What follows belongs to an exercise in optimizing a design on an open flow for small area and a short achievable clock period; a production flow would make more cautious choices. The RTL was checked by simulation tests, not by an equivalence proof against the original design.

==> flow/design.v, too long to show whole: its modules and the start of the top module <==
// module mac_pipe_nxn: 2387 lines
// module mac_fa: 10 lines
// module mac_ha: 9 lines
module mac_pipe_nxn #(
    parameter int unsigned DW    = 32,
    parameter int unsigned LAT   = 3,
    parameter int unsigned GUARD = 8
) (
    input  logic                  i_clk,
    input  logic                  i_rstn,
    input  logic                  i_valid,
    output logic                  o_ready,
    input  logic                  i_multa_ns,
    input  logic                  i_multb_ns,
    input  logic [DW-1:0]         i_multa,
    input  logic [DW-1:0]         i_multb,
    input  logic                  i_acc_en,
    input  logic                  i_acc_clr,
    output logic                  o_valid,
    input  logic                  i_ready,
    output logic [2*DW-1:0]       o_product,
    output logic [2*DW+GUARD-1:0] o_acc,
    output logic                  o_acc_ovf
);
  // ...
==> flow/flow/run.sh <==
#!/bin/bash
# Layout flow: the standard flow (standard.sh runs every ORFS step from synthesis to
# finish) with these settings changed:
#  - the ports are buffered with sky130_fd_sc_hd__buf_1 cells (buffer_ports -buffer_cell);
#  - the timing repair steps aim for 7.1 ns of setup slack (SETUP_SLACK_MARGIN);
#  - clock tree synthesis: -sink_clustering_enable -repair_clock_nets -buf_list sky130_fd_sc_hd__clkbuf_4 -dont_use_dummy_load -sink_clustering_size 8 -sink_clustering_max_diameter 50
# The constraints (clock period, input and output delays, loads) are the standard flow's, unchanged.
# make's output goes to make_finish.log; each ORFS step logs to orfs/logs/.
set -euo pipefail
bash standard.sh "BUFFER_PORTS_ARGS=-buffer_cell sky130_fd_sc_hd__buf_1" "SETUP_SLACK_MARGIN=7.1" \
  "CTS_ARGS=-sink_clustering_enable -repair_clock_nets -buf_list sky130_fd_sc_hd__clkbuf_4 -dont_use_dummy_load -sink_clustering_size 8 -sink_clustering_max_diameter 50" finish > make_finish.log 2>&1
==> flow/standard.sh <==
#!/bin/bash
# synth_recipe.tcl (not shown) runs the flow's synth.tcl, then flattens the netlist and writes it again
# the make line also repeats each setting of config.mk as NAME=value (left out here)
make -C /OpenROAD-flow-scripts/flow DESIGN_CONFIG=/design/flow/config.mk WORK_HOME=/design/flow/orfs CLKGATE_MAP_FILE= SYNTH_SCRIPT=/design/flow/synth_recipe.tcl "${@:-finish}"
==> flow/config.mk <==
export PLATFORM = sky130hd
export DESIGN_NAME = mac_pipe_nxn
export DESIGN_NICKNAME = mac_pipe_nxn
export VERILOG_FILES = /design/flow/design.v
export SDC_FILE = /design/flow/constraint.sdc
export NUM_CORES = 4
export LEC_CHECK = 0
export ABC_AREA = 1
export CAP_MARGIN = 0
export CORE_MARGIN = 2
export CORE_UTILIZATION = 60
export SLEW_MARGIN = 0
export SYNTH_HIERARCHICAL = 1
export SYNTH_MINIMUM_KEEP_SIZE = 0
==> flow/constraint.sdc <==
create_clock -name core_clock -period 12.5 [get_ports {i_clk}]
set_input_delay 2.5000 -clock core_clock [delete_from_list [all_inputs] [get_ports {i_clk}]]
set_output_delay 2.5000 -clock core_clock [all_outputs]
set_load 0.01 [all_outputs]
==> run summary, run 1 <==
Synth Area in XOR/XNOR = 1.32%
Hold Slack = 433 ps
Area contributors post-synth = fa_1 29%, edfxtp_1 15%, a221oi_1 11%
largest family of logic cells by synthesized area = adder cells
final hold viol count = 0
top flop regs = o_acc x72, o_product x64, r2_s x64
Largest delay share family, worst path = buffers and inverters
Hold-fix buffers, CTS = 0
Least-Margin Pin Slew = 1000 ps
Final Cell Area = 0.0380 sq mm
post-synthesis net count = 4728
slowest CP cell = clkbuf_2
status = timing/DRC/antenna clean
Top Layer Used = met4
Clock Latency Late Sink = 880 ps
via count = 31609
drt pass-1 iters = 8
Reg2Reg Setup Slack = 7130 ps
top-area cell type share of the netlist area = 29.4%
Multi-Input Combinational = 2881
hpwl dp = 80.2 mm
Largest register FFs = 72
Mapped Area = 0.0364 sq mm
core area = 0.0601 sq mm
==> run 2: changes to the inputs <==
==> flow/flow/run.sh (replaced) <==
#!/bin/bash
# Layout flow: the standard flow (standard.sh runs every ORFS step from synthesis to
# finish) with these settings changed:
#  - the ports are buffered with sky130_fd_sc_hd__buf_1 cells (buffer_ports -buffer_cell);
#  - the timing repair steps aim for 7.15 ns of setup slack (SETUP_SLACK_MARGIN);
#  - clock tree synthesis: -sink_clustering_enable -repair_clock_nets -buf_list sky130_fd_sc_hd__clkbuf_4 -dont_use_dummy_load -sink_clustering_size 8 -sink_clustering_max_diameter 50
# The constraints (clock period, input and output delays, loads) are the standard flow's, unchanged.
# make's output goes to make_finish.log; each ORFS step logs to orfs/logs/.
set -euo pipefail
bash standard.sh "BUFFER_PORTS_ARGS=-buffer_cell sky130_fd_sc_hd__buf_1" "SETUP_SLACK_MARGIN=7.15" \
  "CTS_ARGS=-sink_clustering_enable -repair_clock_nets -buf_list sky130_fd_sc_hd__clkbuf_4 -dont_use_dummy_load -sink_clustering_size 8 -sink_clustering_max_diameter 50" finish > make_finish.log 2>&1
==> run 2 against run 1 <==
  * Design area up 0.42%
  * Clock skew grew 0.63 ps
  * Final cell count increased by 0.21%
  * Synthesized area unchanged
  * Highest routed layer is now met5
  * First-iteration DRC count fell by 5.9%
  * Routed wire length about the same
  * Die area unchanged
  * Critical endpoint unchanged
  * Sequential share of layout area is 0.098 points lower
  * Maximum frequency down 0.10%
  * Via count rose by 0.26%
==> run summary, run 2 <==
cell row count = 90 (unchanged)
RSZ-0062 raised after global routing = true (unchanged)
Synth Flop Type = edfxtp_1 (unchanged)
via count = 31691 (was 31609)
EDFF count, synth = 180 (unchanged)
WL final = 123 mm (about the same)
top flop regs = o_acc x72, o_product x64, r2_s x64 (unchanged)
top-count cell post-synth = nor2_1 (unchanged)
Hold-fix buffers, CTS = 0 (unchanged)
post-route ant nets = 0 (unchanged)
Seq/Total Area, Yosys = 24.5% (unchanged)
status = timing/DRC/antenna clean (unchanged)
Sink Count = 320 (unchanged)
GRT Total Usage = 39.3% (was 39.2%)
root buffer cell = clkbuf_4 (unchanged)
Worst setup SP type = input pin (unchanged)
fin nets = 4698 (was 4688)
hpwl dp = 80.2 mm (unchanged)
slew margin rel. = 33.2% (was 33.3%)
# setup viols final = 0 (unchanged)
top-area cell type share of the netlist area = 29.4% (unchanged)
Port Buffer Count = 210 (unchanged)
Biggest register = o_acc (unchanged)
Tmin final = 5380 ps (about the same)
DR WL/cell = 26.3 um (was 26.4 um)
Ys Warns = 7 (unchanged)
Clock Latency Late Sink = 880 ps (about the same)
Arrival @ worst endpoint = 2880 ps (about the same)
core area = 0.0601 sq mm (unchanged)
Max FO, Critical Path = 4 (unchanged)
Num CTS Buffers = 53 (unchanged)
DRC = 0 (unchanged)
initial DRC count = 3961 (was 4209)
CP endpoint kind = output port (unchanged)
drt pass-1 iters = 7 (was 8)
largest net degree at the start of global routing = 106 (unchanged)
most common cell after layout, fill and taps aside = nor2_1 (unchanged)
post-synthesis net count = 4728 (unchanged)
DIE HEIGHT = 250 um (unchanged)
share of layout cells above drive strength 1 = 6.25% (was 5.86%)
die area = 0.0626 sq mm (unchanged)
Largest register FFs = 72 (unchanged)
Avg Inst Size Synth = 9.25 sq um (unchanged)
global placement routability congestion = 0.977 (unchanged)
Hold Slack = 433 ps (about the same)
commonest non-fill, non-tap cells in the layout = 652 x nor2_1, 547 x nand2_1, 535 x fa_1 (was 654 x nor2_1, 547 x nand2_1, 535 x fa_1)
WP data required = 10000 ps (about the same)
Die X = 250 um (unchanged)
Post-synth ARST share = 43.8% (unchanged)
Worst-path clk slew = 80 ps (about the same)
area grow syn2layout = 4.90% (was 4.46%)
Syn Inst Count = 3934 (unchanged)
final hold viol count = 0 (unchanged)
initial antenna violation count = 2 (unchanged)
Synth Register Bits = 320 (unchanged)
number of max-cap violations = 0 (unchanged)
Area contributors post-synth = fa_1 29%, edfxtp_1 15%, a221oi_1 11% (unchanged)
Top-Level Pins = 211 (unchanged)
post-synth cell types = 46 (unchanged)
CTS max path bufs = 3 (unchanged)
Max Fclk = 186 MHz (about the same)
Tightest Hold Check Type = flip-flop to flip-flop (unchanged)
vias in the first global route = 31764 (was 31700)
first-pass GRT wire length = 187 mm (about the same)
max-slew violations = 0 (unchanged)
number of fill cells = 5007 (was 5000)
skew final = 81.1 ps (was 80.5 ps)
post-synth top area cell = fa_1 (unchanged)
TritonCTS clock tree = yes (unchanged)
Setup CP Type = input pin to output port (unchanged)
Tcrit/Tclk final = 43.1% (was 43.0%)
setup TNS = 0 ps (unchanged)
GRT overflow = 0 (unchanged)
Least-Margin Pin Slew = 1000 ps (about the same)
H-tree Lvls = 2 (unchanged)
Mapped Area = 0.0364 sq mm (unchanged)
commonest cells in the synthesized netlist = 659 x nor2_1, 550 x nand2_1, 535 x fa_1, 470 x a221oi_1, 370 x clkbuf_1 (unchanged)
vias per std cell = 6.76 (about the same)
Initial Util = 60.5% (unchanged)
[run 2: cell counts after synthesis]
Identical to the previous run, type by type.
[run 2: logic make-up after synthesis]
logic type / after synthesis / synth area share (%)
simple gates: 1317 / 14.4
compound gates: 787 / 16.4
buf+inv: 733 / 7.56
fa+ha+maj: 722 / 35.9
flops: 320 / 24.5
xor+xnor: 55 / 1.32
[run 2: path summary, 6_finish.rpt]
path                        endpoint  slack [ps]     start  depth (start not counted)
setup / recovery             o_ready        7120   i_ready                          4
hold / removal                r2_clr         430    r1_clr                          0
setup reg to reg            r2_s[53]        7130  r1_p1[8]                         11
hold reg to reg               r2_clr         430    r1_clr                          0
max in group asynchronous  o_acc[13]        9110    i_rstn                          3
min in group asynchronous  o_acc[48]        1870    i_rstn                          2
[run 2: area by class of cell]
| cell class | count | area (sq um) | share of cell area (%) |
|---|---|---|---|
| antenna | 5 | 12.5 | 0.0328 |
| clock buffer | 53 | 398 | 1.04 |
| inverter | 324 | 1250 | 3.27 |
| multi-input combinational | 2881 | 24800 | 65.0 |
| sequential | 320 | 8910 | 23.3 |
| tap | 782 | 978 | 2.56 |
| timing repair buffer | 322 | 1800 | 4.73 |
| timing repair inverter | 2 | 12.5 | 0.0328 |
[run 2: through the flow]
stage | setup slack (ps) | utilization [%] | cell area [sq um] | cells
3_3_place_gp | 6630 | 62.1 | 37400 | 4611
6_report | 7120 | 63.5 | 38200 | 4689
4_1_cts | 7070 | 62.9 | 37800 | 4666
5_1_grt | 7090 | 63.5 | 38200 | 4685
2_1_floorplan | 7200 | - | 36400 | 3934
3_5_place_dp | 6620 | 62.1 | 37400 | 4611
[run 2: layer usage]
metal  up-vias  global-route usage, %  routed length [um]
li1      13353                      -                   -
met1     15252                   51.2               45700
met2      2500                   58.6               53500
met3       584                   12.8               16800
met4         2                   21.3                7380
met5         -                  0.695                  58
[run 2: critical path: stages]
cell	delay, ps
clkbuf_2	100
nor2_4	90
inv_2	60
clkbuf_2	130
[run 2: timing repair]
item | 4_1_cts | 5_1_grt
gates cloned | 1 | 1
endpoints found under the setup margin | 23 | 29
gates resized for setup | 13 | 65
pin swaps | 1 | 0
setup buffers | 1 | 17
[run 2: modules after synthesis, one instance, submodules excluded]
module	area, sq um	flops+latches	copies in the design	cells inside
mac_pipe_nxn	25500	320	1	3361
mac_fa	20.0	0	499	1
mac_ha	12.5	0	74	1
==> run 3: changes to the inputs <==
==> flow/flow/run.sh (replaced) <==
#!/bin/bash
# Layout flow: the standard flow (standard.sh runs every ORFS step from synthesis to
# finish) with these settings changed:
#  - the ports are buffered with sky130_fd_sc_hd__buf_1 cells (buffer_ports -buffer_cell);
#  - the timing repair steps aim for 7.2 ns of setup slack (SETUP_SLACK_MARGIN);
#  - clock tree synthesis: -sink_clustering_enable -repair_clock_nets -buf_list sky130_fd_sc_hd__clkbuf_4 -dont_use_dummy_load -sink_clustering_size 8 -sink_clustering_max_diameter 50
# The constraints (clock period, input and output delays, loads) are the standard flow's, unchanged.
# make's output goes to make_finish.log; each ORFS step logs to orfs/logs/.
set -euo pipefail
bash standard.sh "BUFFER_PORTS_ARGS=-buffer_cell sky130_fd_sc_hd__buf_1" "SETUP_SLACK_MARGIN=7.2" \
  "CTS_ARGS=-sink_clustering_enable -repair_clock_nets -buf_list sky130_fd_sc_hd__clkbuf_4 -dont_use_dummy_load -sink_clustering_size 8 -sink_clustering_max_diameter 50" finish > make_finish.log 2>&1
==> run 3 against run 2 <==
  * Setup slack is essentially flat
  * Flip-flop and latch count is the same
  * Sequential share of layout area shrank 0.11 points
  * Global-route usage is essentially flat
  * Synthesized cell count is the same
  * Via count is essentially flat
  * Synthesized area is the same
  * Critical path type unchanged
  * Highest routed layer unchanged
==> run summary, run 3 <==
global placement routability congestion = 0.977 (unchanged)
RSZ-0062 raised after global routing = true (unchanged)
Syn Inst Count = 3934 (unchanged)
Synth Flop Type = edfxtp_1 (unchanged)
CP Launch Point = i_ready (unchanged)
area grow syn2layout = 5.42% (was 4.90%)
initial DRC count = 4349 (was 3961)
drt pass-1 iters = 12 (was 7)
setup TNS = 0 ps (unchanged)
Tmin final = 5380 ps (about the same)
via count = 31708 (was 31691)
core area = 0.0601 sq mm (unchanged)
vias in the first global route = 31768 (was 31764)
commonest cells in the synthesized netlist = 659 x nor2_1, 550 x nand2_1, 535 x fa_1, 470 x a221oi_1, 370 x clkbuf_1 (unchanged)
largest net degree at the start of global routing = 106 (unchanged)
Setup CP Type = input pin to output port (unchanged)
fin nets = 4708 (was 4698)
Initial Util = 60.5% (unchanged)
EDFF count, synth = 180 (unchanged)
CP endpoint kind = output port (unchanged)
hpwl dp = 80.2 mm (unchanged)
Sink Count = 320 (unchanged)
top-area cell type share of the netlist area = 29.4% (unchanged)
Least-Margin Pin Slew = 1000 ps (about the same)
most common cell after layout, fill and taps aside = nor2_1 (unchanged)
Arrival @ worst endpoint = 2880 ps (about the same)
first-pass GRT wire length = 187 mm (about the same)
final hold viol count = 0 (unchanged)
# setup viols final = 0 (unchanged)
DIE HEIGHT = 250 um (unchanged)
Ys Warns = 7 (unchanged)
Mapped Area = 0.0364 sq mm (unchanged)
vias per std cell = 6.75 (was 6.76)
post-synth top area cell = fa_1 (unchanged)
WL final = 124 mm (was 123 mm)
Tightest Hold Check Type = flip-flop to flip-flop (unchanged)
Register Area = 0.00891 sq mm (unchanged)
H-tree Lvls = 2 (unchanged)
skew final = 86.2 ps (was 81.1 ps)
Clock Latency Late Sink = 880 ps (about the same)
worst reg2reg path depth = 11 (unchanged)
RR Startpoint = r1_p1[7] (was r1_p1[8])
Top-Level Pins = 211 (unchanged)
Seq/Total Area, Yosys = 24.5% (unchanged)
FF-to-FF End = r2_c[2] (was r2_s[53])
die area = 0.0626 sq mm (unchanged)
final non-filler cell total = 4699 (was 4689)
area occupied by multi-input gates = 0.0248 sq mm (about the same)
GRT overflow = 0 (unchanged)
WP data required = 10000 ps (about the same)
CTS max path bufs = 3 (unchanged)
crit-path cells = buf_6, nor2_4, inv_2, buf_6 (was clkbuf_2, nor2_4, inv_2, clkbuf_2)
number of fill cells = 4986 (was 5007)
CP endpoint = o_ready (unchanged)
status = timing/DRC/antenna clean (unchanged)
Num CTS Buffers = 53 (unchanged)
Area contributors post-synth = fa_1 29%, edfxtp_1 15%, a221oi_1 11% (unchanged)
Worst setup SP type = input pin (unchanged)
Reg2Reg Setup Slack = 7210 ps (was 7130 ps)
dpl cells = 4611 (unchanged)
DRC = 0 (unchanged)
Largest register FFs = 72 (unchanged)
top-count cell post-synth = nor2_1 (unchanged)
number of max-cap violations = 0 (unchanged)
Final Cell Area = 0.0384 sq mm (was 0.0382 sq mm)
DR WL/cell = 26.3 um (about the same)
share of layout cells above drive strength 1 = 6.70% (was 6.25%)
post-synthesis net count = 4728 (unchanged)
Tcrit/Tclk final = 43.1% (about the same)
post-place instance area = 0.0374 sq mm (unchanged)
Max Fclk = 186 MHz (about the same)
Biggest register = o_acc (unchanged)
post-route ant nets = 0 (unchanged)
commonest non-fill, non-tap cells in the layout = 651 x nor2_1, 547 x nand2_1, 534 x fa_1 (was 652 x nor2_1, 547 x nand2_1, 535 x fa_1)
Avg Inst Size Synth = 9.25 sq um (unchanged)
cell row count = 90 (unchanged)
post-synth cell types = 46 (unchanged)
Port Buffer Count = 210 (unchanged)
crit-path most repeated cell = buf_6 (was clkbuf_2)
max-slew violations = 0 (unchanged)
top flop regs = o_acc x72, o_product x64, r2_s x64 (unchanged)
root buffer cell = clkbuf_4 (unchanged)
TritonCTS clock tree = yes (unchanged)
slowest CP cell = buf_6 (was clkbuf_2)
Worst-path clk slew = 80 ps (about the same)
Max stage delay on crit path = 120 ps (was 130 ps)
GRT Total Usage = 39.3% (about the same)
Post-synth ARST share = 43.8% (unchanged)
slew margin rel. = 33.1% (was 33.2%)
Max FO, Critical Path = 4 (unchanged)
Hold Slack = 433 ps (about the same)
final core occ = 63.8% (was 63.5%)
initial antenna violation count = 2 (unchanged)
Synth Register Bits = 320 (unchanged)
Die X = 250 um (unchanged)
[run 3: cell counts after synthesis]
No cell type changed its count.
[run 3: worst max-delay path, delay by kind of cell]
kind	cells	cell delay (ps)
AND/OR/NAND/NOR	1	110
buffers and inverters	3	280
[run 3: final cells by class]
type                            count  area share, %
Multi-Input combinational cell   2881           64.8
Sequential cell                   320           23.2
Inverter                          324           3.27
Clock buffer                       53           1.04
Timing Repair Buffer              331           5.08
Tap cell                          782           2.55
Timing Repair inverter              3         0.0457
Antenna cell                        5         0.0326
[run 3: logic make-up after synthesis]
group                    share of synthesized area, %
adder cells (fa/ha/maj)                          35.9
AO/OA/AOI/OAI                                    16.4
buffers and inverters                            7.56
XOR/XNOR                                         1.32
flip-flops                                       24.5
AND/OR/NAND/NOR                                  14.4
[run 3: worst min path at each step]
stage	slack, ps	endpoint	cells past startpoint	startpoint
6_report	430	r2_clr	0	r1_clr
5_1_grt	440	r2_clr	0	r1_clr
4_1_cts	440	r2_en	0	r1_en
3_5_place_dp	410	r2_en	0	r1_en
3_3_place_gp	410	r2_en	0	r1_en
2_1_floorplan	400	r2_clr	0	r1_clr
[run 3: modules after synthesis, one instance, submodules excluded]
module / cell area [sq um] / cells inside / copies in the design / flops+latches
mac_fa: 20.0 / 1 / 499 / 0
mac_pipe_nxn: 25500 / 3361 / 1 / 320
mac_ha: 12.5 / 1 / 74 / 0
[run 3: routing by layer]
metal / part of all wire (%) / global-route usage, %
met2: 43 / 58.6
met3: 14 / 12.8
met1: 37 / 51.2
met5: 0.047 / 0.695
met4: 6.1 / 21.2
[run 3: timing repair]
| item | 4_1_cts | 5_1_grt |
|---|---|---|
| resized for setup | 18 | 94 |
| hold buffers | 0 | 0 |
| gates cloned | 1 | 2 |
| endpoints found under the setup margin | 25 | 30 |
| pin swaps | 1 | 2 |
| buffers inserted | 1 | 26 |
[run 3: metrics by stage]
step           worst slack [ps]
3_3_place_gp               6630
4_1_cts                    7110
5_1_grt                    7100
6_report                   7120
2_1_floorplan              7200
3_5_place_dp               6620

## port drivers added, routing unchanged
The results above use ideal ports. As a check the final layouts listed here were re-extracted and re-timed, cells and wires unchanged. Step 1 sets driving cells, clkbuf_16 on the clock port and buf_2 on the other inputs (assumed; they add their load-dependent delay and slew). Step 2 moves the port delays by t, midway between the first and last clock arrival at a register: inputs arrive t later, outputs are due t later. That takes back most of the time a late clock gives input paths. a / b / c = no drivers / after step 1 / after step 2; a / b = the first two.
run	t (ns)	setup slack, ns	hold WS [ns]	latest minus earliest clock arrival (ns)
run 1	0.904	7.124 / 7.095 / 7.095	0.433 / 0.433 / 0.433	0.081 / 0.082
run 2	0.899	7.119 / 7.094 / 7.094	0.433 / 0.433 / 0.433	0.081 / 0.081
run 3	0.898	7.118 / 7.075 / 7.075	0.433 / 0.433 / 0.433	0.088 / 0.088
After both steps every run listed still meets setup and hold. The setup slack of run 3, which loses most, moves by -0.043 ns with the drivers and by -0.043 ns with both steps.
